This is an optimization exercise on Yosys and OpenROAD, whose aim is small area, a short achievable clock period and few clock cycles per item, not a production implementation.
Where RTL was checked, it was by simulation tests only, not by an equivalence proof against the original.
Only the layout flow was run in run 4; the RTL was not checked for function there.
Power figures rest on the tool's default switching activity, not on a simulated workload.

<file path="design/flow/flow/run.sh">
#!/bin/bash
# The standard layout, with plain buffers on the ports, without the delay
# cells as buffers, and a clock tree of smaller buffers without dummy loads;
# every tool's output goes to standard.log and ORFS's logs
set -uo pipefail
DU="sky130_fd_sc_hd__probe_p_8 sky130_fd_sc_hd__probec_p_8 sky130_fd_sc_hd__lpflow_*"
DU="$DU sky130_fd_sc_hd__clkdlybuf4s* sky130_fd_sc_hd__dlygate* sky130_fd_sc_hd__dlymetal*"
CTS="-sink_clustering_enable -repair_clock_nets -dont_use_dummy_load"
CTS="$CTS -buf_list {sky130_fd_sc_hd__clkbuf_8 sky130_fd_sc_hd__clkbuf_16} -sink_clustering_size 22 -sink_clustering_max_diameter 100"
bash standard.sh "DONT_USE_CELLS=$DU" \
  "BUFFER_PORTS_ARGS=-buffer_cell sky130_fd_sc_hd__buf_1" \
  "CTS_ARGS=$CTS" finish > standard.log 2>&1
</file>
<file path="design/flow/design.v">
`default_nettype none
package cmwb_pkg;
  localparam int unsigned BASE_W     = 48;
  localparam int unsigned LEN_W      = 49;
  localparam int unsigned TAG_W      = 16;
  localparam int unsigned MADDR_W    = 48;
  localparam int unsigned VIEW_W     = 32;
  localparam int unsigned CFG_DATA_W = 49;
  localparam int unsigned CFG_IDX_W  = 4;
  localparam int unsigned NUM_CNT    = 5;
  localparam logic [CFG_IDX_W-1:0] REG_TABLE_ACTIVE = 3'd0;
  localparam logic [CFG_IDX_W-1:0] REG_OLD_BASE     = 3'd1;
  localparam logic [CFG_IDX_W-1:0] REG_OLD_LENGTH   = 3'd2;
  localparam logic [CFG_IDX_W-1:0] REG_YOUNG_BASE   = 3'd3;
  localparam logic [CFG_IDX_W-1:0] REG_YOUNG_LENGTH = 3'd4;
  localparam logic [CFG_IDX_W-1:0] REG_OBJECT_TAG   = 3'd5;
  localparam logic [CFG_IDX_W-1:0] REG_STRING_TAG   = 3'd6;
  localparam logic [CFG_IDX_W-1:0] REG_BIGINT_TAG   = 3'd7;
  localparam logic [CFG_IDX_W-1:0] REG_CNT_FIRST    = 4'd8;
  localparam logic [2:0] VERDICT_NULL_HOLDER = 3'd0;
  localparam logic [2:0] VERDICT_NOT_PTR     = 3'd1;
  localparam logic [2:0] VERDICT_NOT_OLD     = 3'd2;
  localparam logic [2:0] VERDICT_NOT_YOUNG   = 3'd3;
  localparam logic [2:0] VERDICT_MARKED      = 3'd4;
  localparam int unsigned CNT_CALLS     = 0;
  localparam int unsigned CNT_NON_PTR   = 1;
  localparam int unsigned CNT_NON_OLD   = 2;
  localparam int unsigned CNT_NON_YOUNG = 3;
  localparam int unsigned CNT_MARKED    = 4;
  typedef struct packed {
    logic [63:0] holder_word;
    logic [63:0] stored_word;
  } in_word_t;
  typedef struct packed {
    logic [VIEW_W-1:0] calls_seen;
    logic [VIEW_W-1:0] non_pointer_seen;
    logic [VIEW_W-1:0] non_old_seen;
    logic [VIEW_W-1:0] non_young_seen;
    logic [VIEW_W-1:0] marked_seen;
  } counts_t;
  typedef struct packed {
    logic               mark;
    logic [MADDR_W-1:0] mark_address;
    logic [2:0]         verdict;
    logic [VIEW_W-1:0]  calls_seen;
    logic [VIEW_W-1:0]  non_pointer_seen;
    logic [VIEW_W-1:0]  non_old_seen;
    logic [VIEW_W-1:0]  non_young_seen;
    logic [VIEW_W-1:0]  marked_seen;
  } out_word_t;
  typedef struct packed {
    logic              table_active;
    logic [BASE_W-1:0] old_base;
    logic [LEN_W-1:0]  old_length;
    logic [BASE_W-1:0] young_base;
    logic [LEN_W-1:0]  young_length;
    logic [TAG_W-1:0]  object_tag;
    logic [TAG_W-1:0]  string_tag;
    logic [TAG_W-1:0]  bigint_tag;
  } cfg_t;
  localparam int unsigned LT_GROUPS = 4;
  localparam int unsigned GE_GROUPS = 2;
  localparam int unsigned NZ_GROUPS = 2;
  typedef struct packed {
    logic [LT_GROUPS-1:0] g;
    logic [LT_GROUPS-1:0] p;
  } cmp_lt_t;
  typedef struct packed {
    logic [GE_GROUPS-1:0] g;
    logic [GE_GROUPS-1:0] p;
  } cmp_ge_t;
  typedef struct packed {
    logic [NZ_GROUPS-1:0] holder_set;
    logic [NZ_GROUPS-1:0] payload_set;
    logic                 tag_ok;
    cmp_ge_t              old_ge;
    cmp_lt_t              old_lt;
    cmp_ge_t              young_ge;
    cmp_lt_t              young_lt;
  } tests_t;
  typedef struct packed {
    logic       fire;
    logic [2:0] verdict;
  } cnt_evt_t;
endpackage
`default_nettype wire
`default_nettype none
module cmwb_cmpg #(
  parameter int unsigned W = 48,
  parameter int unsigned G = 4
) (
  input  logic [W-1:0] a_i,
  input  logic [W-1:0] b_i,
  output logic [G-1:0] g_o,
  output logic [G-1:0] p_o
);
  localparam int unsigned GW = (W + G - 1) / G;
  localparam int unsigned N  = 32;   
  logic [G*GW-1:0] a, b;
  logic [N-1:0]    g, p;
  always_comb begin
    a = '0;
    b = '0;
    a[W-1:0] = a_i;
    b[W-1:0] = b_i;
    for (int k = 0; k < G; k++) begin
      g = '0;
      p = '1;
      g[GW-1:0] = a[k*GW +: GW] & ~b[k*GW +: GW];
      p[GW-1:0] = a[k*GW +: GW] | ~b[k*GW +: GW];
      for (int w = N; w > 1; w = w / 2) begin
        for (int i = 0; i < w / 2; i++) begin
          g[i] = g[2*i+1] | (p[2*i+1] & g[2*i]);
          p[i] = p[2*i+1] & p[2*i];
        end
      end
      g_o[k] = g[0];
      p_o[k] = p[0];
    end
  end
endmodule
module cmwb_range (
  input  logic [47:0] x_i,
  input  logic [47:0] base_i,
  input  logic [48:0] len_i,
  output cmwb_pkg::cmp_ge_t ge_o,
  output cmwb_pkg::cmp_lt_t lt_o
);
  logic [49:0] b, l, nx, s, c;
  always_comb begin
    b  = {2'b00, base_i};
    l  = {1'b0, len_i};
    nx = ~{2'b00, x_i};
    s  = b ^ l ^ nx;
    c  = (b & l) | (b & nx) | (l & nx);
  end
  cmwb_cmpg #(.W(51), .G(cmwb_pkg::LT_GROUPS)) u_lt (
    .a_i({c, 1'b0}), .b_i({1'b0, ~s}), .g_o(lt_o.g), .p_o(lt_o.p)
  );
  cmwb_cmpg #(.W(48), .G(cmwb_pkg::GE_GROUPS)) u_ge (
    .a_i(x_i), .b_i(base_i), .g_o(ge_o.g), .p_o(ge_o.p)
  );
endmodule
module cmwb_classify_a (
  input  logic [47:0] holder_i,
  input  logic [15:0] tag_i,
  input  logic [47:0] payload_i,
  input  logic [47:0] old_base_i,
  input  logic [48:0] old_len_i,
  input  logic [47:0] young_base_i,
  input  logic [48:0] young_len_i,
  input  logic [2:0]  tag_set_i,
  input  logic [15:0] tag0_i,
  input  logic [15:0] tag1_i,
  input  logic [15:0] tag2_i,
  output cmwb_pkg::tests_t tests_o
);
  cmwb_range u_old (
    .x_i(holder_i), .base_i(old_base_i), .len_i(old_len_i),
    .ge_o(tests_o.old_ge), .lt_o(tests_o.old_lt)
  );
  cmwb_range u_young (
    .x_i(payload_i), .base_i(young_base_i), .len_i(young_len_i),
    .ge_o(tests_o.young_ge), .lt_o(tests_o.young_lt)
  );
  always_comb begin
    for (int k = 0; k < cmwb_pkg::NZ_GROUPS; k++) begin
      tests_o.holder_set[k]  = |holder_i[k*(48/cmwb_pkg::NZ_GROUPS) +: 48/cmwb_pkg::NZ_GROUPS];
      tests_o.payload_set[k] = |payload_i[k*(48/cmwb_pkg::NZ_GROUPS) +: 48/cmwb_pkg::NZ_GROUPS];
    end
    tests_o.tag_ok = (tag_i == '0) ||
                     (tag_set_i[0] && (tag_i == tag0_i)) ||
                     (tag_set_i[1] && (tag_i == tag1_i)) ||
                     (tag_set_i[2] && (tag_i == tag2_i));
  end
endmodule
module cmwb_classify_b (
  input  cmwb_pkg::tests_t tests_i,
  input  logic             active_i,
  input  logic             old_len_set_i,
  input  logic             young_len_set_i,
  output logic [2:0]       verdict_o
);
  logic holder_null, is_ptr, holder_old, ptr_young;
  logic old_ge, old_lt, young_ge, young_lt;
  function automatic logic gt_lt(input cmwb_pkg::cmp_lt_t c);
    gt_lt = 1'b0;
    for (int k = 0; k < cmwb_pkg::LT_GROUPS; k++) gt_lt = c.g[k] | c.p[k] & gt_lt;
  endfunction
  function automatic logic ge_ge(input cmwb_pkg::cmp_ge_t c);
    ge_ge = 1'b1;
    for (int k = 0; k < cmwb_pkg::GE_GROUPS; k++) ge_ge = c.g[k] | c.p[k] & ge_ge;
  endfunction
  always_comb begin
    old_ge      = ge_ge(tests_i.old_ge);
    old_lt      = gt_lt(tests_i.old_lt);
    young_ge    = ge_ge(tests_i.young_ge);
    young_lt    = gt_lt(tests_i.young_lt);
    holder_null = !(|tests_i.holder_set);
    is_ptr      = (|tests_i.payload_set) && tests_i.tag_ok;
    holder_old  = old_len_set_i && old_ge && old_lt;
    ptr_young   = young_len_set_i && young_ge && young_lt;
    if (holder_null) begin
      verdict_o = cmwb_pkg::VERDICT_NULL_HOLDER;
    end else if (!is_ptr) begin
      verdict_o = cmwb_pkg::VERDICT_NOT_PTR;
    end else if (!active_i || !holder_old) begin
      verdict_o = cmwb_pkg::VERDICT_NOT_OLD;
    end else if (!ptr_young) begin
      verdict_o = cmwb_pkg::VERDICT_NOT_YOUNG;
    end else begin
      verdict_o = cmwb_pkg::VERDICT_MARKED;
    end
  end
endmodule
`default_nettype wire
`default_nettype none
module cmwb_counters (
  input  logic        clk_i,
  input  logic        rst_ni,
  input  logic        busy_i,
  input  logic        fire_i,
  input  logic [2:0]  verdict_i,
  input  logic [4:0]  load_i,
  input  logic [31:0] load_data_i,
  output logic [4:0][31:0] cnt_o
);
  logic [31:0] cnt_q [5];
  logic [4:0]  zero_q;
  logic [4:0]  hit;
  logic [4:0]  en;
  logic [31:0] data;
  logic [31:0] ones [5];
  logic [7:0]  grp  [5];
  logic [8:0]  carry [5];
  logic [31:0] next [5];
  always_comb begin
    hit[cmwb_pkg::CNT_CALLS]     = 1'b1;
    hit[cmwb_pkg::CNT_NON_PTR]   = (verdict_i == cmwb_pkg::VERDICT_NOT_PTR);
    hit[cmwb_pkg::CNT_NON_OLD]   = (verdict_i == cmwb_pkg::VERDICT_NOT_OLD);
    hit[cmwb_pkg::CNT_NON_YOUNG] = (verdict_i == cmwb_pkg::VERDICT_NOT_YOUNG);
    hit[cmwb_pkg::CNT_MARKED]    = (verdict_i == cmwb_pkg::VERDICT_MARKED);
  end
  assign data = busy_i ? '0 : load_data_i;
  always_comb begin
    for (int i = 0; i < 5; i++) begin
      for (int k = 0; k < 8; k++) grp[i][k] = &cnt_q[i][4*k +: 4];
      carry[i][0] = 1'b1;
      for (int k = 1; k < 9; k++) carry[i][k] = carry[i][k-1] & grp[i][k-1];
      for (int k = 0; k < 8; k++) begin
        ones[i][4*k] = carry[i][k];
        for (int j = 1; j < 4; j++) ones[i][4*k+j] = ones[i][4*k+j-1] & cnt_q[i][4*k+j-1];
      end
      en[i] = load_i[i] || (fire_i && (hit[i] || zero_q[i]));
      if (!busy_i || zero_q[i]) next[i] = {data[31:1], busy_i ? hit[i] : data[0]};
      else                      next[i] = cnt_q[i] ^ ones[i];
    end
  end
  always_ff @(posedge clk_i or negedge rst_ni) begin
    if (!rst_ni) begin
      zero_q <= '1;
    end else begin
      for (int i = 0; i < 5; i++) begin
        if (load_i[i] || fire_i) zero_q[i] <= 1'b0;
      end
    end
  end
  always_ff @(posedge clk_i) begin
    for (int i = 0; i < 5; i++) begin
      if (en[i]) cnt_q[i] <= next[i];
    end
  end
  always_comb for (int i = 0; i < 5; i++) cnt_o[i] = cnt_q[i];
endmodule
`default_nettype wire
`default_nettype none
module card_marking_write_barrier #(
  parameter int unsigned ADDR_BITS  = 48,
  parameter int unsigned COUNT_BITS = 32
) (
  input  logic                              clk_i,
  input  logic                              rst_ni,
  input  logic                              cfg_we_i,
  input  logic [cmwb_pkg::CFG_IDX_W-1:0]    cfg_index_i,
  input  logic [cmwb_pkg::CFG_DATA_W-1:0]   cfg_data_i,
  input  logic                              in_valid_i,
  output logic                              in_stall_o,
  input  cmwb_pkg::in_word_t                in_data_i,
  output logic                              out_valid_o,
  input  logic                              out_stall_i,
  output cmwb_pkg::out_word_t               out_data_o
);
  logic        active_q;
  logic [47:0] old_base_q, young_base_q;
  logic [48:0] old_len_q, young_len_q;
  logic        old_len_set_q, young_len_set_q;
  logic [15:0] tag0_q, tag1_q, tag2_q;
  logic [2:0]  tag_set_q;
  logic              a_valid_q;
  cmwb_pkg::tests_t  a_tests_q;
  logic [47:0]       a_holder_q;
  logic        o_valid_q;
  logic [2:0]  o_verdict_q;
  logic [47:0] o_addr_q;
  logic              o_load, a_load, accept;
  cmwb_pkg::tests_t  tests;
  logic [2:0]        verdict;
  logic [4:0]        cnt_load;
  logic [4:0][31:0]  cnt;
  assign o_load     = !o_valid_q || !out_stall_i;
  assign a_load     = !a_valid_q || o_load;
  assign in_stall_o = out_stall_i;
  assign accept     = in_valid_i && !out_stall_i;
  always_ff @(posedge clk_i or negedge rst_ni) begin
    if (!rst_ni) begin
      active_q        <= 1'b0;
      old_base_q      <= '0;
      young_base_q    <= '0;
      old_len_set_q   <= 1'b0;
      young_len_set_q <= 1'b0;
      tag_set_q       <= '0;
    end else if (cfg_we_i) begin
      case (cfg_index_i)
        4'd0: active_q        <= cfg_data_i[0];
        4'd1: old_base_q      <= cfg_data_i[47:0];
        4'd2: old_len_set_q   <= 1'b1;
        4'd3: young_base_q    <= cfg_data_i[47:0];
        4'd4: young_len_set_q <= 1'b1;
        4'd5: tag_set_q[0]    <= 1'b1;
        4'd6: tag_set_q[1]    <= 1'b1;
        4'd7: tag_set_q[2]    <= 1'b1;
        default: ;
      endcase
    end
  end
  always_ff @(posedge clk_i) begin
    if (cfg_we_i) begin
      case (cfg_index_i)
        4'd2: old_len_q   <= cfg_data_i[48:0];
        4'd4: young_len_q <= cfg_data_i[48:0];
        4'd5: tag0_q      <= cfg_data_i[15:0];
        4'd6: tag1_q      <= cfg_data_i[15:0];
        4'd7: tag2_q      <= cfg_data_i[15:0];
        default: ;
      endcase
    end
  end
  always_ff @(posedge clk_i or negedge rst_ni) begin
    if (!rst_ni) begin
      a_valid_q <= 1'b0;
      o_valid_q <= 1'b0;
    end else begin
      if (a_load) a_valid_q <= accept;
      if (o_load) o_valid_q <= a_valid_q;
    end
  end
  always_ff @(posedge clk_i) begin
    if (a_load) begin
      a_tests_q  <= tests;
      a_holder_q <= in_data_i.holder_word[47:0];
    end
    if (o_load) begin
      o_verdict_q <= verdict;
      o_addr_q    <= (verdict == cmwb_pkg::VERDICT_MARKED) ? a_holder_q : '0;
    end
  end
  cmwb_classify_a u_classify_a (
    .holder_i    (in_data_i.holder_word[47:0]),
    .tag_i       (in_data_i.stored_word[63:48]),
    .payload_i   (in_data_i.stored_word[47:0]),
    .old_base_i  (old_base_q),
    .old_len_i   (old_len_q),
    .young_base_i(young_base_q),
    .young_len_i (young_len_q),
    .tag_set_i   (tag_set_q),
    .tag0_i      (tag0_q),
    .tag1_i      (tag1_q),
    .tag2_i      (tag2_q),
    .tests_o     (tests)
  );
  cmwb_classify_b u_classify_b (
    .tests_i        (a_tests_q),
    .active_i       (active_q),
    .old_len_set_i  (old_len_set_q),
    .young_len_set_i(young_len_set_q),
    .verdict_o      (verdict)
  );
  always_comb begin
    for (int i = 0; i < 5; i++) begin
      cnt_load[i] = cfg_we_i && (cfg_index_i == 4'(8 + i));
    end
  end
  cmwb_counters u_counters (
    .clk_i      (clk_i),
    .rst_ni     (rst_ni),
    .busy_i     (a_valid_q),
    .fire_i     (a_valid_q && o_load),
    .verdict_i  (verdict),
    .load_i     (cnt_load),
    .load_data_i(cfg_data_i[31:0]),
    .cnt_o      (cnt)
  );
  assign out_valid_o                 = o_valid_q;
  assign out_data_o.mark             = o_verdict_q[2];
  assign out_data_o.mark_address     = o_addr_q;
  assign out_data_o.verdict          = o_verdict_q;
  assign out_data_o.calls_seen       = cnt[cmwb_pkg::CNT_CALLS];
  assign out_data_o.non_pointer_seen = cnt[cmwb_pkg::CNT_NON_PTR];
  assign out_data_o.non_old_seen     = cnt[cmwb_pkg::CNT_NON_OLD];
  assign out_data_o.non_young_seen   = cnt[cmwb_pkg::CNT_NON_YOUNG];
  assign out_data_o.marked_seen      = cnt[cmwb_pkg::CNT_MARKED];
endmodule
`default_nettype wire
</file>
<file path="design/flow/constraint.sdc">
create_clock -name core_clock -period 7.5 [get_ports {clk_i}]
set_input_delay 1.5000 -clock core_clock [delete_from_list [all_inputs] [get_ports {clk_i}]]
set_output_delay 1.5000 -clock core_clock [all_outputs]
set_load 0.01 [all_outputs]
</file>
<file path="design/flow/standard.sh">
#!/bin/bash
# synth_recipe.tcl (not shown) runs the flow's synth.tcl, then flattens the netlist and writes it again
# the make line also repeats each setting of config.mk as NAME=value (left out here)
make -C /OpenROAD-flow-scripts/flow DESIGN_CONFIG=/design/flow/config.mk WORK_HOME=/design/flow/orfs CLKGATE_MAP_FILE= SYNTH_SCRIPT=/design/flow/synth_recipe.tcl "${@:-finish}"
</file>
<file path="design/flow/config.mk">
export PLATFORM = sky130hd
export DESIGN_NAME = card_marking_write_barrier
export DESIGN_NICKNAME = card_marking_write_barrier
export VERILOG_FILES = /design/flow/design.v
export SDC_FILE = /design/flow/constraint.sdc
export NUM_CORES = 4
export LEC_CHECK = 0
export CAP_MARGIN = 20
export CORE_MARGIN = 2
export CORE_UTILIZATION = 55
export SETUP_SLACK_MARGIN = 4.3
export SLEW_MARGIN = 60
</file>
==> results.sh, run 1 <==
export IMPL_antenna_found_initial=11
export IMPL_timing_final_crit_period_ns=3.27
export IMPL_setup_violations=0
export IMPL_port_buffers=383
export IMPL_path_class="input port to register"
export IMPL_seqPwrFrac_pct=54.7
export IMPL_fmax_mhz=306
export IMPL_cap_violations=0
export IMPL_synth_edf_count=432
export IMPL_hold_path_class="register to register"
export IMPL_drtIter0Drc=1596
export IMPL_die_width_um=227
export IMPL_dpl_hpwl_mm=56.8
export IMPL_tightest_slew_ns=0.611
export IMPL_syn_nets=2505
export IMPL_slew_headroom_pct=59.3
export IMPL_ys_flop_type="edfxtp_1"
export IMPL_holdPathEnd="old_len_set_q"
export IMPL_pre_cts_ws_ns=3.58
export IMPL_synth_top_area_share_pct=47.4
export IMPL_start_util_pct=55.8
export IMPL_num_vias=18519
export IMPL_worstPathRequired_ns=7.83
export IMPL_ant_nets=0
export IMPL_async_flop_share_pct=20.1
export IMPL_wl_mm=73.7
export IMPL_r2r_start="u_counters.cnt_q[1][0]"
export IMPL_grt_pass1_wl_mm=109
export IMPL_die_h_um=227
export IMPL_final_nets=2919
export IMPL_sw_frac_of_total_pct=29.2
export IMPL_period_share_pct=43.6
export IMPL_yosys_cell_count_top_type="edfxtp_1"
export IMPL_synth_area_um2=27400
export IMPL_yosys_top_cells_area="edfxtp_1 47%, dfrtp_1 9.5%, fa_1 6.9%, ha_1 5.3%, a21o_1 3.3%"
export IMPL_hp_start="old_len_set_q"
export IMPL_path_clk_slew_ns=0.09
export IMPL_cts_htree_levels=1
export IMPL_vdd_drop_max_mv=0.150
export IMPL_grt_pass1_vias=18445
export IMPL_syn_to_final_growth_pct=13.1
export IMPL_setup_tns_final_ns=0
export IMPL_worstPathArrival_ns=3.60
export IMPL_combPwrFrac_pct=21.7
export IMPL_postCtsHoldBufs=0
export IMPL_die_area_um2=51600
export IMPL_via_per_inst=5.79
export IMPL_setup_worst_path_start_class="input port"
export IMPL_syn_avg_cell_area_um2=13.0
export IMPL_drive_gt1_share_pct=7.30
export IMPL_placedInstanceArea_um2=30100
export IMPL_coreArea_um2=49100
export IMPL_worst_slack_ns=4.23
export IMPL_p_int_mw=4.79
export IMPL_clkPwrFrac_pct=23.6
export IMPL_synth_cell_types=64
export IMPL_worstPathMaxFanout=4
export IMPL_grt_overflow_total=0
export IMPL_fin_worst_skew_ns=0.0354
export IMPL_finalHoldViolCount=0
export IMPL_drv_slew=0
export IMPL_rows=81
export IMPL_synth_common_cells="432 x edfxtp_1, 232 x inv_1, 119 x a21o_1, 115 x ha_1, 104 x dfrtp_1"
export IMPL_fin_area_um2=30900
export IMPL_yosysWarnings=12
export IMPL_synth_seq_cells=541
export IMPL_root_buffer="clkbuf_16"
export IMPL_holdPathStages=1
export IMPL_grt_max_degree=63
export IMPL_worstSetupEndpointType="register"
export IMPL_io_pins=400
export IMPL_rsz0062_at_grt="true"
export IMPL_cts_tree="done"
export IMPL_clk_latency_ns=0.61
export IMPL_r2r_cells=10
export IMPL_max_clock_path_buffers=3
export IMPL_rr_endpoint="u_counters.cnt_q[1][31]"
export IMPL_status="complete, no violations"
export IMPL_first_pass_iters=7
export IMPL_synth_cells=2110
export IMPL_drc=0
export IMPL_p_sw_mw=1.98
export IMPL_detail_route_wl_per_cell_um=23.1
export IMPL_p_per_area_nw_per_um2=219
export IMPL_track_usage_pct=28.6
export IMPL_cts_made_buffers=28
export IMPL_globalplace_congestion=0.909
export IMPL_reg2reg_setup_slack_ns=4.57
export IMPL_synth_area_leader_cell="edfxtp_1"
export IMPL_final_util_pct=63.1
export IMPL_ys_seq_area_share_pct=57.4
export IMPL_numClockSinks=541
export IMPL_p_leak_nw=12.3
power groups by stage:
stage / Clock (mW) / Sequential, mW / Combinational [mW]
2_1_floorplan: 0 / 3.74 / 0.952
3_3_place_gp: 0 / 3.76 / 1.39
3_5_place_dp: 0 / 3.77 / 1.44
4_1_cts: 1.63 / 3.70 / 1.45
5_1_grt: 1.73 / 3.74 / 1.64
6_report: 1.59 / 3.70 / 1.47
logic make-up (layout without fill, tap and decap cells):
family / Yosys count / count (layout) / synth area share [%]
other cells: 0 / 10 / 0
xor+xnor: 88 / 88 / 2.82
mux: 61 / 61 / 2.51
flops: 541 / 541 / 57.4
compound gates: 428 / 428 / 10.6
fa+ha+maj: 260 / 260 / 14.0
simple gates: 443 / 443 / 8.62
buf+inv: 289 / 701 / 4.01
worst max-delay path by stage:
stage	from	to	slack (ns)	cells after the start
after floorplan	in_data_i[41]	a_tests_q[7]	3.99	8
after CTS	out_stall_i	in_stall_o	4.25	2
after global placement	out_stall_i	u_counters.cnt_q[1][12]	3.38	4
after global routing	in_data_i[41]	a_tests_q[7]	4.18	9
final	in_data_i[41]	a_tests_q[7]	4.23	9
after detailed placement	in_data_i[40]	a_tests_q[7]	3.58	10
cell usage in the layout, fill, tap and decap left out, types with 11 or more instances in the layout:
| cell | instances |
|---|---|
| a21o_1 | 119 |
| a21oi_1 | 37 |
| a22oi_1 | 13 |
| and2_1 | 49 |
| buf_1 | 372 |
| buf_2 | 15 |
| clkbuf_16 | 28 |
| dfrtp_1 | 103 |
| edfxtp_1 | 432 |
| fa_1 | 92 |
| ha_1 | 115 |
| inv_1 | 227 |
| inv_2 | 20 |
| maj3_1 | 38 |
| maj3_2 | 13 |
| mux2_1 | 60 |
| nand2_1 | 97 |
| nand2b_1 | 42 |
| nand3_1 | 14 |
| nand4_1 | 37 |
| nor2_1 | 57 |
| nor2b_1 | 22 |
| nor2b_2 | 24 |
| nor3_1 | 20 |
| nor4_1 | 38 |
| o21a_1 | 11 |
| o21ai_0 | 66 |
| o21ai_1 | 57 |
| o221ai_1 | 21 |
| o22ai_1 | 25 |
| xnor2_1 | 80 |
routing by layer:
metal	wire length [um]	vias up	global-route usage, %
met2	35100	600	46.3
li1	-	8488	-
met4	1810	2	7.19
met1	31800	9345	40.5
met3	5000	84	4.92
met5	10	-	0
registers in the layout (all words and copies together) (netlist names):
name               flops
u_counters.cnt_q     160
old_len_q             49
young_len_q           49
a_holder_q            48
o_addr_q              48
old_base_q            48
young_base_q          48
a_tests_q             27
tag0_q                16
tag1_q                16
tag2_q                16
u_counters.zero_q      5
o_verdict_q            3
tag_set_q              3
a_valid_q              1
active_q               1
o_valid_q              1
old_len_set_q          1
young_len_set_q        1
metrics by stage:
stage	hold WS, ns	total power, mW	instances
finish	0.479	6.77	3196
CTS	0.478	6.79	3183
floorplan	0.439	4.69	2110
detailed placement	0.457	5.21	3155
global route	0.493	7.11	3190
global placement	0.451	5.15	3139
critical path, stage by stage:
cell and delay (ns):
buf_4 0.13, fa_1 0.50, inv_2 0.05, a2bb2oi_2 0.13, a222oi_1 0.28, o221ai_1 0.16
a222oi_1 0.32, nor2_1 0.07, a2111o_1 0.46
timing repair:
| action | in CTS | in global routing |
|---|---|---|
| setup buffers | 0 | 1 |
| endpoints found under the setup margin | 2 | 6 |
| pin swaps | 1 | 12 |
| gates resized for setup | 6 | 25 |
area by class of cell:
class	count	area [um2]
Fill cell	3972	18100
Sequential cell	541	15700
Multi-Input combinational cell	1280	10900
Timing Repair Buffer	422	1860
Inverter	251	945
Tap cell	664	831
Clock buffer	28	701
Antenna cell	10	25.0
Testbench counts, summed over its fixed seeds: cycles 16,016, items 16,000.
==> inputs of run 2 (changes only) <==
--- a/design/flow/config.mk
+++ b/design/flow/config.mk
@@ -9,4 +9,5 @@
 export CORE_MARGIN = 2
 export CORE_UTILIZATION = 55
 export SETUP_SLACK_MARGIN = 4.3
-export SLEW_MARGIN = 60
+export SLEW_MARGIN = 20
+export TNS_END_PERCENT = 5
==> run 2 against run 1 <==
  * Via count down 0.63%
  * Register-to-register slack worse by 0.12 ns
  * Combinational power is essentially flat
  * Largest cell class unchanged
  * Cell count fell by 0.53%
==> results.sh, run 2 <==
export IMPL_status="complete, no violations"
export IMPL_p_sw_mw=1.96
export IMPL_seqPwrFrac_pct=55.0
export IMPL_final_nets=2907
export IMPL_wl_mm=73.8
export IMPL_async_flop_share_pct=20.1
export IMPL_synth_seq_cells=541
export IMPL_ys_seq_area_share_pct=57.4
export IMPL_drive_gt1_share_pct=4.46
export IMPL_die_h_um=227
export IMPL_slowest_stage="buf_4"
export IMPL_drtIter0Drc=1558
export IMPL_ff_latch_area_um2=15700
export IMPL_fmax_mhz=306
export IMPL_gr_usage_met1_pct=41.3
export IMPL_yosysWarnings=12
export IMPL_fin_worst_skew_ns=0.0379
export IMPL_numClockSinks=541
export IMPL_fillers=4041
export IMPL_clk_latency_ns=0.60
export IMPL_worstPathMaxFanout=4
export IMPL_globalplace_congestion=0.925
export IMPL_largest_register="u_counters.cnt_q"
export IMPL_finalPower_mw=6.73
export IMPL_setup_violations=0
export IMPL_worst_slack_ns=4.23
export IMPL_vdd_drop_max_mv=0.187
export IMPL_synth_common_cells="432 x edfxtp_1, 232 x inv_1, 119 x a21o_1, 115 x ha_1, 104 x dfrtp_1"
export IMPL_clkPwrFrac_pct=23.6
export IMPL_port_buffers=383
export IMPL_grt_max_degree=70
export IMPL_grt_pass1_vias=17952
export IMPL_coreArea_um2=49100
export IMPL_largest_register_ffs=160
export IMPL_setup_worst_path_start_class="input port"
export IMPL_slowest_delay_ns=0.14
export IMPL_combPwrFrac_pct=21.4
export IMPL_max_clock_path_buffers=3
export IMPL_grt_overflow_total=0
export IMPL_grt_pass1_wl_mm=109
export IMPL_syn_to_final_growth_pct=11.4
export IMPL_sw_frac_of_total_pct=29.1
export IMPL_drv_slew=0
export IMPL_use_met3_pct=5.24
export IMPL_die_area_um2=51600
export IMPL_cap_violations=0
export IMPL_p_int_mw=4.77
export IMPL_start_util_pct=55.8
export IMPL_top_regs="u_counters.cnt_q x160, old_len_q x49, young_len_q x49"
export IMPL_syn_nets=2505
export IMPL_cp_num_buf_inv=2
export IMPL_track_usage_pct=28.8
export IMPL_drc=0
export IMPL_root_buffer="clkbuf_16"
export IMPL_postCtsHoldBufs=0
export IMPL_synth_edf_count=432
export IMPL_fin_cells=3179
export IMPL_path_cells="buf_6 -> buf_4"
export IMPL_synth_cells=2110
export IMPL_synth_area_um2=27400
export IMPL_final_util_pct=62.2
export IMPL_dpl_hpwl_mm=55.7
export IMPL_synth_top_area_share_pct=47.4
export IMPL_synth_area_leader_cell="edfxtp_1"
export IMPL_crit_family="buffers and inverters"
export IMPL_synth_cell_types=64
export IMPL_cts_htree_levels=1
export IMPL_hold_path_class="register to register"
export IMPL_grt_busiest_layer="met2"
export IMPL_cts_tree="done"
export IMPL_rsz0062_at_grt="true"
export IMPL_timing_hold_ws_ns=0.479
export IMPL_die_width_um=227
export IMPL_yosys_cell_count_top_type="edfxtp_1"
export IMPL_final_cell_mix="432 x edfxtp_1, 385 x buf_1, 229 x inv_1, 119 x a21o_1, 115 x ha_1"
export IMPL_io_pins=400
export IMPL_cts_made_buffers=28
export IMPL_fin_area_um2=30500
export IMPL_via_per_inst=5.79
export IMPL_mostFrequentLayoutCell="edfxtp_1"
export IMPL_period_share_pct=43.6
export IMPL_worstPathRequired_ns=6.00
export IMPL_p_per_area_nw_per_um2=221
export IMPL_setup_tns_final_ns=0
export IMPL_first_pass_iters=6
export IMPL_slew_headroom_pct=25.8
export IMPL_worstPathArrival_ns=1.77
export IMPL_num_vias=18402
export IMPL_p_leak_nw=12.1
export IMPL_tightest_slew_ns=1.11
export IMPL_met2_usage_pct=45.3
export IMPL_place_inst=3141
export IMPL_placedInstanceArea_um2=29700
export IMPL_timing_final_crit_period_ns=3.27
export IMPL_antenna_found_initial=8
export IMPL_path_clk_slew_ns=0.09
export IMPL_worstSetupEndpointType="output port"
export IMPL_yosys_top_cells_area="edfxtp_1 47%, dfrtp_1 9.5%, fa_1 6.9%, ha_1 5.3%, a21o_1 3.3%"
export IMPL_pre_cts_ws_ns=2.85
export IMPL_ys_flop_type="edfxtp_1"
export IMPL_finalHoldViolCount=0
export IMPL_path_class="input port to output port"
export IMPL_multi_input_area_um2=10700
export IMPL_detail_route_wl_per_cell_um=23.2
export IMPL_rows=81
export IMPL_syn_avg_cell_area_um2=13.0
export IMPL_ant_nets=0
==> run 2: cell counts after synthesis <==
No cell type changed its count.
==> run 2: layout make-up <==
cell class	count	share of cell area, %
Antenna cell	5	0.0410
Timing Repair Buffer	407	5.23
Tap cell	664	2.72
Clock buffer	28	2.30
Inverter	251	3.09
Sequential cell	541	51.5
Multi-Input combinational cell	1283	35.1
==> run 2: path summary, 6_finish.rpt <==
check	startpoint	end	slack (ns)	cells past startpoint
worst min-delay path	tag_set_q[0]	tag_set_q[0]	0.48	1
worst max-delay path	out_stall_i	in_stall_o	4.23	2
worst min register to register	tag_set_q[0]	tag_set_q[0]	0.48	1
max in group asynchronous	rst_ni	a_valid_q	4.96	2
min in group asynchronous	rst_ni	young_base_q[5]	0.97	1
worst max register to register	u_counters.cnt_q[1][0]	u_counters.cnt_q[1][31]	4.45	10
==> run 2: cell families (layout without fill, tap and decap cells) <==
logic type               count (synthesis)  after routing  synth area share (%)
AND/OR/NAND/NOR                        443            444                  8.62
adder cells (fa/ha/maj)                260            260                  14.0
buffers and inverters                  289            686                  4.01
AO/OA/AOI/OAI                          428            430                  10.6
XOR/XNOR                                88             88                  2.82
other                                    0              5                     0
flip-flops                             541            541                  57.4
multiplexers                            61             61                  2.51
==> run 2: power by group through the flow <==
stage,clock network (mW),registers [mW],logic [mW]
floorplan,0,3.74,0.938
global placement,0,3.76,1.38
detailed placement,0,3.77,1.41
CTS,1.63,3.70,1.43
global route,1.71,3.73,1.61
finish,1.59,3.70,1.44
==> run 2: repair_timing <==
item	in CTS	in global routing
gates resized for setup	11	17
pin swaps	3	7
buffers inserted	0	1
setup endpoints to repair	241	112
gates cloned	3	0
==> run 2: routing by layer <==
metal / share of wire [%] / vias up
met2: 47 / 585
li1: - / 8460
met4: 3.0 / 6
met5: 0.052 / -
met1: 43 / 9267
met3: 7.1 / 84
==> inputs of run 3 (changes only) <==
--- a/design/flow/config.mk
+++ b/design/flow/config.mk
@@ -10,4 +10,3 @@
 export CORE_UTILIZATION = 55
 export SETUP_SLACK_MARGIN = 4.3
 export SLEW_MARGIN = 20
-export TNS_END_PERCENT = 5
==> run 3 against run 2 <==
  * Flip-flop and latch count stayed put
  * Worst setup slack better by 0.042 ns
  * Register-to-register slack worse by 0.02 ns
  * Area after synthesis stayed put
  * Worst hold slack better by 0.0012 ns
  * Critical endpoint unchanged
==> results.sh, run 3 <==
export IMPL_status="complete, no violations"
export IMPL_drive_gt1_share_pct=5.06
export IMPL_fin_area_um2=30600
export IMPL_synth_cell_types=64
export IMPL_cts_made_buffers=28
export IMPL_met2_usage_pct=46.0
export IMPL_worst_slack_ns=4.27
export IMPL_root_buffer="clkbuf_16"
export IMPL_drtIter0Drc=1420
export IMPL_wl_mm=73.5
export IMPL_fin_cells=3185
export IMPL_pre_cts_ws_ns=3.35
export IMPL_crit_family="buffers and inverters"
export IMPL_die_h_um=227
export IMPL_cts_tree="done"
export IMPL_mostFrequentLayoutCell="edfxtp_1"
export IMPL_worstPathMaxFanout=3
export IMPL_worstPathRequired_ns=6.00
export IMPL_yosys_top_cells_area="edfxtp_1 47%, dfrtp_1 9.5%, fa_1 6.9%, ha_1 5.3%, a21o_1 3.3%"
export IMPL_timing_final_crit_period_ns=3.23
export IMPL_final_cell_mix="432 x edfxtp_1, 386 x buf_1, 228 x inv_1, 119 x a21o_1, 115 x ha_1"
export IMPL_syn_nets=2505
export IMPL_largest_register="u_counters.cnt_q"
export IMPL_fillers=4012
export IMPL_cap_violations=0
export IMPL_die_area_um2=51600
export IMPL_coreArea_um2=49100
export IMPL_syn_to_final_growth_pct=12.0
export IMPL_synth_top_area_share_pct=47.4
export IMPL_ant_nets=0
export IMPL_path_class="input port to output port"
export IMPL_async_flop_share_pct=20.1
export IMPL_cts_htree_levels=1
export IMPL_syn_avg_cell_area_um2=13.0
export IMPL_numClockSinks=541
export IMPL_grt_pass1_vias=18143
export IMPL_period_share_pct=43.0
export IMPL_track_usage_pct=28.5
export IMPL_die_width_um=227
export IMPL_synth_area_um2=27400
export IMPL_clk_latency_ns=0.60
export IMPL_grt_overflow_total=0
export IMPL_setup_worst_path_start_class="input port"
export IMPL_place_inst=3139
export IMPL_max_clock_path_buffers=3
export IMPL_final_nets=2909
export IMPL_grt_max_degree=83
export IMPL_start_util_pct=55.8
export IMPL_fmax_mhz=310
export IMPL_rsz0062_at_grt="true"
export IMPL_dpl_hpwl_mm=55.8
export IMPL_slowest_delay_ns=0.11
export IMPL_ys_seq_area_share_pct=57.4
export IMPL_fin_worst_skew_ns=0.0311
export IMPL_path_cells="buf_12 -> buf_6"
export IMPL_synth_seq_cells=541
export IMPL_antenna_found_initial=10
export IMPL_via_per_inst=5.75
export IMPL_grt_pass1_wl_mm=109
export IMPL_synth_area_leader_cell="edfxtp_1"
export IMPL_drv_slew=0
export IMPL_detail_route_wl_per_cell_um=23.1
export IMPL_finalHoldViolCount=0
export IMPL_finalPower_mw=6.75
export IMPL_largest_register_ffs=160
export IMPL_worstPathArrival_ns=1.73
export IMPL_top_regs="u_counters.cnt_q x160, old_len_q x49, young_len_q x49"
export IMPL_setup_tns_final_ns=0
export IMPL_rows=81
export IMPL_io_pins=400
export IMPL_path_clk_slew_ns=0.09
export IMPL_globalplace_congestion=0.909
export IMPL_p_per_area_nw_per_um2=220
export IMPL_multi_input_area_um2=10800
export IMPL_setup_violations=0
export IMPL_synth_edf_count=432
export IMPL_slowest_stage="buf_12"
export IMPL_tightest_slew_ns=1.13
export IMPL_gr_usage_met1_pct=40.6
export IMPL_slew_headroom_pct=24.5
export IMPL_first_pass_iters=5
export IMPL_drc=0
export IMPL_num_vias=18314
export IMPL_ys_flop_type="edfxtp_1"
export IMPL_worstSetupEndpointType="output port"
export IMPL_vdd_drop_max_mv=0.203
export IMPL_synth_cells=2110
export IMPL_use_met3_pct=4.78
export IMPL_hold_path_class="register to register"
export IMPL_cp_num_buf_inv=2
export IMPL_synth_common_cells="432 x edfxtp_1, 232 x inv_1, 119 x a21o_1, 115 x ha_1, 104 x dfrtp_1"
export IMPL_placedInstanceArea_um2=29700
export IMPL_ff_latch_area_um2=15700
export IMPL_yosys_cell_count_top_type="edfxtp_1"
export IMPL_yosysWarnings=12
export IMPL_p_leak_nw=12.2
export IMPL_port_buffers=383
export IMPL_grt_busiest_layer="met2"
## run 3: final cells by class
cell class                      count  area share, %
Tap cell                          664           2.71
Antenna cell                        9         0.0735
Multi-Input combinational cell   1281           35.1
Clock buffer                       28           2.29
Timing Repair Buffer              411           5.48
Inverter                          251           3.08
Sequential cell                   541           51.3
## run 3: cell families after synthesis
family	count (synthesis)	share of synthesized area [%]
AO/OA/AOI/OAI	428	10.6
XOR/XNOR	88	2.82
adder cells (fa/ha/maj)	260	14.0
buffers and inverters	289	4.01
flip-flops	541	57.4
multiplexers	61	2.51
AND/OR/NAND/NOR	443	8.62
## run 3: per-layer routing
metal | share of wire, % | up-vias | wire length [um]
li1 | - | 8446 | -
met1 | 43 | 9211 | 31800
met2 | 48 | 567 | 34900
met3 | 6.6 | 88 | 4820
met4 | 2.6 | 2 | 1940
met5 | 0.015 | - | 11
## run 3: per-stage QoR
stage               utilization (%)  hold WS [ns]
floorplan                         -         0.439
global placement               60.6         0.451
detailed placement             60.6         0.457
CTS                            62.1         0.479
global route                   62.4         0.495
finish                         62.5         0.480
## run 3: final timing paths
path,from,to,slack [ns],cells past startpoint
worst max-delay path,out_stall_i,in_stall_o,4.27,2
worst min-delay path,old_len_set_q,old_len_set_q,0.48,1
min in group asynchronous,rst_ni,old_base_q[43],0.91,1
max in group asynchronous,rst_ni,tag_set_q[2],5.33,2
worst min register to register,old_len_set_q,old_len_set_q,0.48,1
worst max register to register,a_valid_q,u_counters.cnt_q[4][23],4.43,2
## run 3: timing repair
| action | CTS | global route |
|---|---|---|
| setup endpoints to repair | 244 | 129 |
| cloned | 0 | 1 |
| hold buffers | 0 | 0 |
| pin swaps | 6 | 7 |
| resized for setup | 10 | 20 |
| buffers inserted | 1 | 4 |
## run 3: power by group
part           leakage (nW)  internal (mW)  switching, mW
clock network         0.345          0.664          0.935
registers              5.45           3.53          0.173
logic                  6.37          0.588          0.864
==> inputs of run 4 (changes only) <==
--- a/design/flow/design.v
+++ b/design/flow/design.v
@@ -58,7 +58,7 @@
     logic [TAG_W-1:0]  string_tag;
     logic [TAG_W-1:0]  bigint_tag;
   } cfg_t;
-  localparam int unsigned LT_GROUPS = 4;
+  localparam int unsigned LT_GROUPS = 7;
   localparam int unsigned GE_GROUPS = 2;
   localparam int unsigned NZ_GROUPS = 2;
   typedef struct packed {
==> run 4 against run 3 <==
  * Combinational power rose by 3%
  * Count of clock-buffer cells in the layout increased by 1
  * Non-clock buffer count rose by 7
  * Critical endpoint unchanged
==> results.sh, run 4 <==
export IMPL_status="complete, no violations"
export IMPL_setup_tns_final_ns=0
export IMPL_p_per_area_nw_per_um2=222
export IMPL_wl_mm=75.1
export IMPL_synth_area_um2=27900
export IMPL_synth_top_area_share_pct=47.7
export IMPL_slew_headroom_pct=24.2
export IMPL_mostFrequentLayoutCell="edfxtp_1"
export IMPL_combPwrFrac_pct=21.4
export IMPL_r2r_start="a_valid_q"
export IMPL_p_sw_mw=2.02
export IMPL_top_regs="u_counters.cnt_q x160, old_len_q x49, young_len_q x49"
export IMPL_clkPwrFrac_pct=23.6
export IMPL_seqPwrFrac_pct=55.0
export IMPL_fillers=4052
export IMPL_fin_cells=3239
export IMPL_cap_violations=0
export IMPL_cts_htree_levels=1
export IMPL_pre_cts_ws_ns=3.36
export IMPL_io_pins=400
export IMPL_largest_register="u_counters.cnt_q"
export IMPL_path_cells="buf_12 -> buf_6"
export IMPL_timing_final_crit_period_ns=3.23
export IMPL_start_util_pct=55.7
export IMPL_coreArea_um2=50200
export IMPL_setup_violations=0
export IMPL_synth_edf_count=444
export IMPL_p_leak_nw=12.4
export IMPL_slowest_delay_ns=0.11
export IMPL_drv_slew=0
export IMPL_first_pass_iters=7
export IMPL_max_clock_path_buffers=3
export IMPL_clk_latency_ns=0.61
export IMPL_yosys_top_cells_area="edfxtp_1 48%, dfrtp_1 9.3%, fa_1 6.7%, ha_1 5.1%, a21o_1 3.2%"
export IMPL_synth_common_cells="444 x edfxtp_1, 231 x inv_1, 119 x a21o_1, 115 x ha_1, 111 x o21ai_0"
export IMPL_globalplace_congestion=0.880
export IMPL_grt_max_degree=60
export IMPL_synth_area_leader_cell="edfxtp_1"
export IMPL_cts_tree="done"
export IMPL_dpl_hpwl_mm=56.3
export IMPL_drive_gt1_share_pct=7.65
export IMPL_die_area_um2=52600
export IMPL_setup_worst_path_start_class="input port"
export IMPL_worst_slack_ns=4.27
export IMPL_vdd_drop_max_mv=0.187
export IMPL_final_cell_mix="444 x edfxtp_1, 394 x buf_1, 228 x inv_1, 119 x a21o_1, 115 x ha_1"
export IMPL_worstPathArrival_ns=1.73
export IMPL_die_width_um=229
export IMPL_crit_family="buffers and inverters"
export IMPL_detail_route_wl_per_cell_um=23.2
export IMPL_worstPathMaxFanout=3
export IMPL_timing_hold_ws_ns=0.480
export IMPL_grt_overflow_total=0
export IMPL_routed_wl_met2_mm=34.9
export IMPL_highest_layer="met5"
export IMPL_syn_nets=2543
export IMPL_path_clk_slew_ns=0.09
export IMPL_worstPathRequired_ns=6.00
export IMPL_fmax_mhz=310
export IMPL_hold_path_class="register to register"
export IMPL_async_flop_share_pct=19.7
export IMPL_worstSetupStartpoint="out_stall_i"
export IMPL_num_vias=18837
export IMPL_root_buffer="clkbuf_16"
export IMPL_drtIter0Drc=1704
export IMPL_rsz0062_at_grt="true"
export IMPL_tightest_slew_ns=1.14
export IMPL_cts_made_buffers=29
export IMPL_ant_nets=0
export IMPL_place_inst=3188
export IMPL_wl_met1_mm=32.6
export IMPL_drc=0
export IMPL_track_usage_pct=28.4
export IMPL_antenna_found_initial=6
export IMPL_rows=82
export IMPL_finalHoldViolCount=0
export IMPL_synth_seq_cells=553
export IMPL_synth_cells=2148
export IMPL_die_h_um=229
export IMPL_placedInstanceArea_um2=30400
export IMPL_numClockSinks=553
export IMPL_path_class="input port to output port"
export IMPL_period_share_pct=43.0
export IMPL_syn_avg_cell_area_um2=13.0
export IMPL_grt_pass1_wl_mm=112
export IMPL_finalPower_mw=6.97
export IMPL_sw_frac_of_total_pct=29.0
export IMPL_worstSetupEndpointType="output port"
export IMPL_fin_worst_skew_ns=0.0541
export IMPL_syn_to_final_growth_pct=12.4
export IMPL_yosysWarnings=12
export IMPL_wl_met3_mm=5.80
export IMPL_synth_cell_types=60
export IMPL_yosys_cell_count_top_type="edfxtp_1"
export IMPL_grt_pass1_vias=18470
export IMPL_largest_register_ffs=160
export IMPL_via_per_inst=5.82
export IMPL_final_nets=2960
export IMPL_cp_num_buf_inv=2
export IMPL_fin_area_um2=31400
export IMPL_slowest_stage="buf_12"
export IMPL_hp_start="u_counters.zero_q[0]"
export IMPL_ys_seq_area_share_pct=57.5
export IMPL_final_util_pct=62.6
export IMPL_port_buffers=383
export IMPL_p_int_mw=4.95
export IMPL_ys_flop_type="edfxtp_1"
## run 4: cell types whose count changed after synthesis, sizes merged, moves of 14 or more
| cell | previous run | this run |
|---|---|---|
| nor2 | 58 | 74 |
| nor2b | 47 | 74 |
| o21ai | 128 | 111 |
| nand2 | 101 | 86 |
| inv | 248 | 231 |
| a21oi | 39 | 53 |
## run 4: path summary, 6_finish.rpt
path	to	slack [ns]	cells past startpoint
hold / removal	u_counters.zero_q[0]	0.48	2
hold reg to reg	u_counters.zero_q[0]	0.48	2
min in group asynchronous	young_base_q[35]	1.02	1
max in group asynchronous	young_base_q[47]	5.09	2
setup / recovery	in_stall_o	4.27	2
setup reg to reg	a_holder_q[45]	4.55	2
## run 4: what timing repair did
action / CTS / global route
endpoints found under the hold margin: 0 / 0
hold buffers: 0 / 0
setup buffers: 1 / 12
gates cloned: 4 / 0
resized for setup: 15 / 17
pin swaps: 3 / 12
endpoints found under the setup margin: 175 / 158
## run 4: power groups by stage
stage | Combinational (mW) | Sequential [mW] | Clock [mW]
floorplan | 0.980 | 3.87 | 0
global placement | 1.41 | 3.89 | 0
detailed placement | 1.46 | 3.90 | 0
CTS | 1.48 | 3.83 | 1.69
global route | 1.66 | 3.87 | 1.78
finish | 1.49 | 3.83 | 1.65
## run 4: per-layer routing
metal	up-vias	global-route usage, %
met2	621	45.0
li1	8608	-
met3	85	6.34
met1	9515	40.4
met5	-	0
met4	8	6.05
## run 4: cell type report
type	count	area, um2	share of cell area [%]
well taps	672	841	2.68
flip-flops and latches	553	16100	51.2
multi-input cells	1332	11100	35.4
inverters	231	882	2.81
clock buffers	29	726	2.31
repair buffers	418	1750	5.57
diodes	4	10.0	0.0319
## run 4: cells by family after synthesis
kind of cell / after synthesis / share of synthesized area [%]
AND/OR/NAND/NOR: 505 / 9.82
buffers and inverters: 267 / 3.64
flip-flops: 553 / 57.5
multiplexers: 64 / 2.58
XOR/XNOR: 88 / 2.76
adder cells (fa/ha/maj): 263 / 13.9
AO/OA/AOI/OAI: 408 / 9.86
==> inputs of run 5 (changes only) <==
--- a/design/flow/design.v
+++ b/design/flow/design.v
@@ -58,7 +58,7 @@
     logic [TAG_W-1:0]  string_tag;
     logic [TAG_W-1:0]  bigint_tag;
   } cfg_t;
-  localparam int unsigned LT_GROUPS = 7;
+  localparam int unsigned LT_GROUPS = 4;
   localparam int unsigned GE_GROUPS = 2;
   localparam int unsigned NZ_GROUPS = 2;
   typedef struct packed {
--- a/design/flow/config.mk
+++ b/design/flow/config.mk
@@ -8,5 +8,5 @@
 export CAP_MARGIN = 20
 export CORE_MARGIN = 2
 export CORE_UTILIZATION = 55
-export SETUP_SLACK_MARGIN = 4.3
+export SETUP_SLACK_MARGIN = 4.45
 export SLEW_MARGIN = 20
==> run 5 against run 4 <==
  * Global-route usage increased by 0.40 points
  * Clock skew decreased by 0.019 ns
  * Combinational power about the same
  * Cell count decreased by 1.2%
  * Count of clock-buffer cells in the layout decreased by 1
  * Worst setup slack improved by 0.0030 ns
  * Synthesized cell count decreased by 1.8%
  * Wire length about the same
  * Worst hold slack got worse by 0.0015 ns
  * Clock power decreased by 4%
  * Critical path depth unchanged
  * Sequential share of layout area decreased by 0.17 points
  * Critical path type unchanged
==> results.sh, run 5 <==
export IMPL_synth_area_um2=27400
export IMPL_drive_gt1_share_pct=5.99
export IMPL_setup_tns_final_ns=0
export IMPL_ys_flop_type="edfxtp_1"
export IMPL_clkPwrFrac_pct=23.5
export IMPL_sw_frac_of_total_pct=29.1
export IMPL_fillers=4032
export IMPL_drv_slew=0
export IMPL_vdd_drop_max_mv=0.231
export IMPL_hold_path_class="register to register"
export IMPL_setup_worst_path_start_class="input port"
export IMPL_path_clk_slew_ns=0.09
export IMPL_synth_cells=2110
export IMPL_worstPathMaxFanout=3
export IMPL_largest_register="u_counters.cnt_q"
export IMPL_slew_headroom_pct=30.2
export IMPL_coreArea_um2=49100
export IMPL_wl_mm=75.0
export IMPL_fmax_mhz=310
export IMPL_synth_top_area_share_pct=47.4
export IMPL_hp_start="tag_set_q[1]"
export IMPL_finalHoldViolCount=0
export IMPL_syn_nets=2505
export IMPL_final_cell_mix="432 x edfxtp_1, 384 x buf_1, 224 x inv_1, 119 x a21o_1, 115 x ha_1"
export IMPL_yosys_cell_count_top_type="edfxtp_1"
export IMPL_largest_register_ffs=160
export IMPL_cp_num_buf_inv=2
export IMPL_first_pass_iters=6
export IMPL_ant_nets=0
export IMPL_grt_pass1_wl_mm=110
export IMPL_path_cells="buf_12 -> buf_6"
export IMPL_cts_tree="done"
export IMPL_syn_to_final_growth_pct=12.6
export IMPL_worstSetupEndpointType="output port"
export IMPL_worstPathArrival_ns=1.72
export IMPL_die_width_um=227
export IMPL_synth_common_cells="432 x edfxtp_1, 232 x inv_1, 119 x a21o_1, 115 x ha_1, 104 x dfrtp_1"
export IMPL_yosysWarnings=12
export IMPL_p_int_mw=4.79
export IMPL_r2r_start="u_counters.cnt_q[1][0]"
export IMPL_max_clock_path_buffers=3
export IMPL_detail_route_wl_per_cell_um=23.5
export IMPL_io_pins=400
export IMPL_final_nets=2919
export IMPL_async_flop_share_pct=20.1
export IMPL_grt_overflow_total=0
export IMPL_rows=81
export IMPL_setup_violations=0
export IMPL_synth_edf_count=432
export IMPL_root_buffer="clkbuf_16"
export IMPL_ff_latch_area_um2=15700
export IMPL_grt_max_degree=61
export IMPL_synth_area_leader_cell="edfxtp_1"
export IMPL_p_per_area_nw_per_um2=219
export IMPL_synth_cell_types=64
export IMPL_status="complete, no violations"
export IMPL_placedInstanceArea_um2=29800
export IMPL_drc=0
export IMPL_clk_latency_ns=0.61
export IMPL_num_vias=18504
export IMPL_slowest_stage="buf_12"
export IMPL_port_buffers=383
export IMPL_die_area_um2=51600
export IMPL_cts_htree_levels=1
export IMPL_p_sw_mw=1.97
export IMPL_tightest_slew_ns=1.05
export IMPL_postCtsHoldBufs=0
export IMPL_mostFrequentLayoutCell="edfxtp_1"
export IMPL_worst_slack_ns=4.28
export IMPL_combPwrFrac_pct=21.8
export IMPL_crit_family="buffers and inverters"
export IMPL_track_usage_pct=28.8
export IMPL_period_share_pct=43.0
export IMPL_cap_violations=0
export IMPL_globalplace_congestion=0.924
export IMPL_timing_final_crit_period_ns=3.22
export IMPL_antenna_found_initial=15
export IMPL_top_regs="u_counters.cnt_q x160, old_len_q x49, young_len_q x49"
export IMPL_synth_seq_cells=541
export IMPL_fin_worst_skew_ns=0.0348
export IMPL_ys_seq_area_share_pct=57.4
export IMPL_numClockSinks=541
export IMPL_rsz0062_at_grt="true"
export IMPL_multi_input_area_um2=10900
export IMPL_path_class="input port to output port"
export IMPL_via_per_inst=5.78
export IMPL_start_util_pct=55.8
export IMPL_syn_avg_cell_area_um2=13.0
export IMPL_slowest_delay_ns=0.11
export IMPL_cts_made_buffers=28
export IMPL_pre_cts_ws_ns=3.58
export IMPL_grt_pass1_vias=18209
export IMPL_worstSetupStartpoint="out_stall_i"
export IMPL_final_util_pct=62.8
export IMPL_seqPwrFrac_pct=54.8
export IMPL_dpl_hpwl_mm=56.4
export IMPL_timing_hold_ws_ns=0.478
export IMPL_die_h_um=227
export IMPL_drtIter0Drc=1547
export IMPL_worstPathRequired_ns=6.00
export IMPL_p_leak_nw=12.2
export IMPL_fin_area_um2=30800
export IMPL_yosys_top_cells_area="edfxtp_1 47%, dfrtp_1 9.5%, fa_1 6.9%, ha_1 5.3%, a21o_1 3.3%"
[run 5: cell count changes after synthesis, sizes merged, moves of 6 or more]
cell	change
o22ai	+12
nor2b	-27
nand3	-7
nand2	+15
nor2	-16
nor3	-6
nor4	+6
o21ai	+17
a21oi	-14
o221ai	+9
or2	-8
edfxtp	-12
nand2b	-13
inv	+17
[run 5: timing repair]
action	CTS	global route
cloned	4	1
pin swaps	14	12
resized for setup	27	30
setup endpoints to repair	263	252
buffers inserted	0	6
[run 5: cells by family after synthesis]
logic type / after synthesis / share of synthesized area (%)
xor gates and xnor gates: 88 / 2.82
DFF: 541 / 57.4
buffers and inverters: 289 / 4.01
and+or+nand+nor: 443 / 8.62
adders and majority gates: 260 / 14.0
muxes: 61 / 2.51
AOI/OAI and AO/OA: 428 / 10.6
[run 5: path summary, 6_finish.rpt]
kind,end,slack [ns],cells past startpoint
setup / recovery,in_stall_o,4.28,2
max in group asynchronous,young_base_q[31],5.14,2
min in group asynchronous,old_base_q[5],0.97,1
hold reg to reg,tag_set_q[1],0.48,1
hold / removal,tag_set_q[1],0.48,1
setup reg to reg,u_counters.cnt_q[1][31],4.64,10
[run 5: routing by layer]
metal | global-route usage (%) | vias up | wire [um]
li1 | - | 8506 | -
met1 | 38.7 | 9297 | 31000
met2 | 47.4 | 594 | 36100
met3 | 6.48 | 101 | 5690
met4 | 8.08 | 6 | 2180
met5 | 0 | - | 44
[run 5: worst register-to-register path: cells and delay by family, from the launching register on]
family | cells | cell delay, ns
compound gates | 1 | 0.09
xor+xnor | 1 | 0.11
fa+ha+maj | 4 | 0.67
flops | 1 | 0.45
simple gates | 4 | 1.24
[run 5: final cells by class]
class | count | area share, %
Antenna cell | 13 | 0.106
Clock buffer | 28 | 2.27
Inverter | 251 | 3.09
Multi-Input combinational cell | 1285 | 35.3
Sequential cell | 541 | 51.0
Tap cell | 664 | 2.70
Timing Repair Buffer | 417 | 5.55
[run 5: power groups by stage]
stage,sequential (mW),clock [mW],combinational [mW]
floorplan,3.74,0,0.955
global placement,3.76,0,1.39
detailed placement,3.77,0,1.42
CTS,3.70,1.62,1.44
global route,3.73,1.70,1.64
finish,3.70,1.58,1.47
[run 5: through the flow]
step | power, mW | instances
after floorplan | 4.70 | 2110
after global placement | 5.15 | 3146
after detailed placement | 5.19 | 3147
after CTS | 6.77 | 3179
after global routing | 7.07 | 3191
final | 6.75 | 3199
Testbench counts of run 5, summed over its fixed seeds: cycles 16,016, items 16,000.
==> inputs of run 6 (changes only) <==
--- a/design/flow/config.mk
+++ b/design/flow/config.mk
@@ -8,5 +8,5 @@
 export CAP_MARGIN = 20
 export CORE_MARGIN = 2
 export CORE_UTILIZATION = 55
-export SETUP_SLACK_MARGIN = 4.45
+export SETUP_SLACK_MARGIN = 4.38
 export SLEW_MARGIN = 20
==> run 6 against run 5 <==
  * Synthesized cell count did not move
  * Combinational power about the same
  * Cell area decreased by 0.26%
  * Die area unchanged
  * Still clean on timing, DRC and antenna
  * Worst hold slack gained 0.0054 ns
  * Fmax shrank 0.15%
  * Area after synthesis did not move
  * Wire length is 0.36% higher
==> results.sh, run 6 <==
export IMPL_numClockSinks=541
export IMPL_num_vias=18470
export IMPL_globalplace_congestion=0.929
export IMPL_slowest_stage="buf_12"
export IMPL_track_usage_pct=29.0
export IMPL_cts_made_buffers=28
export IMPL_holdPathStages=1
export IMPL_grt_pass1_vias=18146
export IMPL_final_util_pct=62.6
export IMPL_place_inst=3145
export IMPL_finalPower_mw=6.75
export IMPL_first_pass_iters=7
export IMPL_path_clk_slew_ns=0.09
export IMPL_fmax_mhz=310
export IMPL_worstPathMaxFanout=4
export IMPL_fin_worst_skew_ns=0.0269
export IMPL_setup_worst_path_start_class="input port"
export IMPL_drtIter0Drc=1457
export IMPL_ys_seq_area_share_pct=57.4
export IMPL_yosysWarnings=12
export IMPL_cts_htree_levels=1
export IMPL_slew_headroom_pct=29.3
export IMPL_fin_area_um2=30700
export IMPL_synth_common_cells="432 x edfxtp_1, 232 x inv_1, 119 x a21o_1, 115 x ha_1, 104 x dfrtp_1"
export IMPL_syn_to_final_growth_pct=12.3
export IMPL_synth_seq_cells=541
export IMPL_slowest_delay_ns=0.11
export IMPL_setup_tns_final_ns=0
export IMPL_antenna_found_initial=10
export IMPL_via_per_inst=5.78
export IMPL_synth_top_area_share_pct=47.4
export IMPL_tightest_slew_ns=1.06
export IMPL_cts_tree="done"
export IMPL_holdPathEnd="tag_set_q[1]"
export IMPL_p_per_area_nw_per_um2=220
export IMPL_largest_register_ffs=160
export IMPL_grt_overflow_total=0
export IMPL_top_regs="u_counters.cnt_q x160, old_len_q x49, young_len_q x49"
export IMPL_p_leak_nw=12.2
export IMPL_port_buffers=383
export IMPL_root_buffer="clkbuf_16"
export IMPL_drive_gt1_share_pct=5.67
export IMPL_cp_num_buf_inv=2
export IMPL_grt_pass1_wl_mm=110
export IMPL_rsz0062_at_grt="true"
export IMPL_synth_area_leader_cell="edfxtp_1"
export IMPL_finalHoldViolCount=0
export IMPL_placedInstanceArea_um2=29700
export IMPL_final_cell_mix="432 x edfxtp_1, 387 x buf_1, 226 x inv_1, 119 x a21o_1, 115 x ha_1"
export IMPL_dpl_hpwl_mm=56.4
export IMPL_yosys_cell_count_top_type="edfxtp_1"
export IMPL_timing_final_crit_period_ns=3.23
export IMPL_max_clock_path_buffers=3
export IMPL_start_util_pct=55.8
export IMPL_largest_register="u_counters.cnt_q"
export IMPL_ys_flop_type="edfxtp_1"
export IMPL_detail_route_wl_per_cell_um=23.6
export IMPL_worstPathArrival_ns=1.73
export IMPL_fin_cells=3195
export IMPL_ant_nets=0
export IMPL_vdd_drop_max_mv=0.166
export IMPL_coreArea_um2=49100
export IMPL_worstPathRequired_ns=6.00
export IMPL_synth_cell_types=64
export IMPL_crit_family="buffers and inverters"
export IMPL_mostFrequentLayoutCell="edfxtp_1"
export IMPL_async_flop_share_pct=20.1
export IMPL_die_area_um2=51600
export IMPL_r2r_start="a_valid_q"
export IMPL_hold_path_class="register to register"
export IMPL_synth_edf_count=432
export IMPL_rr_endpoint="u_counters.cnt_q[2][15]"
export IMPL_hp_start="tag_set_q[1]"
export IMPL_cap_violations=0
export IMPL_rows=81
export IMPL_die_width_um=227
export IMPL_grt_max_degree=59
export IMPL_drc=0
export IMPL_synth_cells=2110
export IMPL_reg2reg_setup_slack_ns=4.56
export IMPL_synth_area_um2=27400
export IMPL_worstSetupEndpointType="output port"
export IMPL_final_nets=2921
export IMPL_status="complete, no violations"
export IMPL_wl_mm=75.3
export IMPL_yosys_top_cells_area="edfxtp_1 47%, dfrtp_1 9.5%, fa_1 6.9%, ha_1 5.3%, a21o_1 3.3%"
export IMPL_drv_slew=0
export IMPL_syn_nets=2505
export IMPL_path_cells="buf_12 -> buf_6"
export IMPL_r2r_cells=3
export IMPL_io_pins=400
export IMPL_period_share_pct=43.0
export IMPL_setup_violations=0
export IMPL_die_h_um=227
export IMPL_path_class="input port to output port"
export IMPL_clk_latency_ns=0.60
export IMPL_syn_avg_cell_area_um2=13.0
## run 6: how the worst max path moves through the flow
stage                              start  cells after the start  slack [ns]             end
final                        out_stall_i                      2        4.27      in_stall_o
after global placement    cfg_index_i[1]                      5        3.52  old_base_q[41]
after global routing         out_stall_i                      2        4.27      in_stall_o
after CTS                    out_stall_i                      2        4.21      in_stall_o
after floorplan            in_data_i[41]                      8        3.99    a_tests_q[7]
after detailed placement  cfg_index_i[1]                      5        3.44  old_base_q[39]
## run 6: cells by family (layout without fill, tap and decap cells)
family                   after synthesis  after routing  synth area share (%)
flip-flops                           541            541                  57.4
XOR/XNOR                              88             88                  2.82
AND/OR/NAND/NOR                      443            444                  8.62
other                                  0              7                     0
AO/OA/AOI/OAI                        428            432                  10.6
multiplexers                          61             61                  2.51
adder cells (fa/ha/maj)              260            260                  14.0
buffers and inverters                289            698                  4.01
## run 6: routing by layer
| metal | share of wire, % | up-vias | GRT usage [%] |
|---|---|---|---|
| met4 | 2.4 | 6 | 6.77 |
| met3 | 6.5 | 91 | 4.69 |
| li1 | - | 8490 | - |
| met2 | 49 | 562 | 49.2 |
| met5 | 0.052 | - | 0 |
| met1 | 42 | 9321 | 39.5 |
## run 6: report_power, final
part	total, mW	internal (mW)	switching (mW)
logic	1.47	0.591	0.877
clock network	1.58	0.664	0.920
registers	3.70	3.53	0.173
## run 6: layout make-up
| type | instances | area, um2 |
|---|---|---|
| Antenna cell | 7 | 17.5 |
| Clock buffer | 28 | 701 |
| Fill cell | 4053 | 18300 |
| Inverter | 251 | 952 |
| Multi-Input combinational cell | 1285 | 10800 |
| Sequential cell | 541 | 15700 |
| Tap cell | 664 | 831 |
| Timing Repair Buffer | 419 | 1670 |
## run 6: metrics by stage
step / hold WS, ns / worst slack [ns]
after detailed placement: 0.461 / 3.44
final: 0.484 / 4.27
after global placement: 0.454 / 3.52
after CTS: 0.482 / 4.21
after global routing: 0.496 / 4.27
after floorplan: 0.439 / 3.99
## run 6: timing repair
item	in CTS	in global routing
setup endpoints to repair	274	135
cloned	4	1
pin swaps	11	9
setup buffers	0	9
resized for setup	24	19
hold buffers	0	0

==> static timing again, ports no longer ideal <==
How much do the figures lean on ideal ports? The routed layouts below were timed once more, with nothing changed but the port constraints. Step 1 sets driving cells, clkbuf_16 on the clock port and buf_2 on the other inputs (assumed; they add their load-dependent delay and slew). Step 2 moves the port delays by t, midway between the first and last clock arrival at a register: inputs arrive t later, outputs are due t later. That takes back most of the time a late clock gives input paths. Three values: no drivers, after step 1, after step 2; two values: the first two.
run | t (ns) | setup slack, ns | clock arrival spread, ns
run 1 | 0.657 | 4.231 / 4.234 / 3.616 | 0.036 / 0.036
run 2 | 0.648 | 4.229 / 4.199 / 3.607 | 0.046 / 0.046
run 3 | 0.653 | 4.271 / 4.218 / 3.672 | 0.037 / 0.037
run 4 | 0.645 | 4.273 / 4.225 / 3.641 | 0.055 / 0.055
run 5 | 0.648 | 4.276 / 4.231 / 3.692 | 0.037 / 0.036
run 6 | 0.651 | 4.272 / 4.226 / 3.743 | 0.027 / 0.027
After both steps setup and hold are still met in every run listed. The setup slack of run 4, which loses most, moves by -0.048 ns with the drivers and by -0.632 ns with both steps.
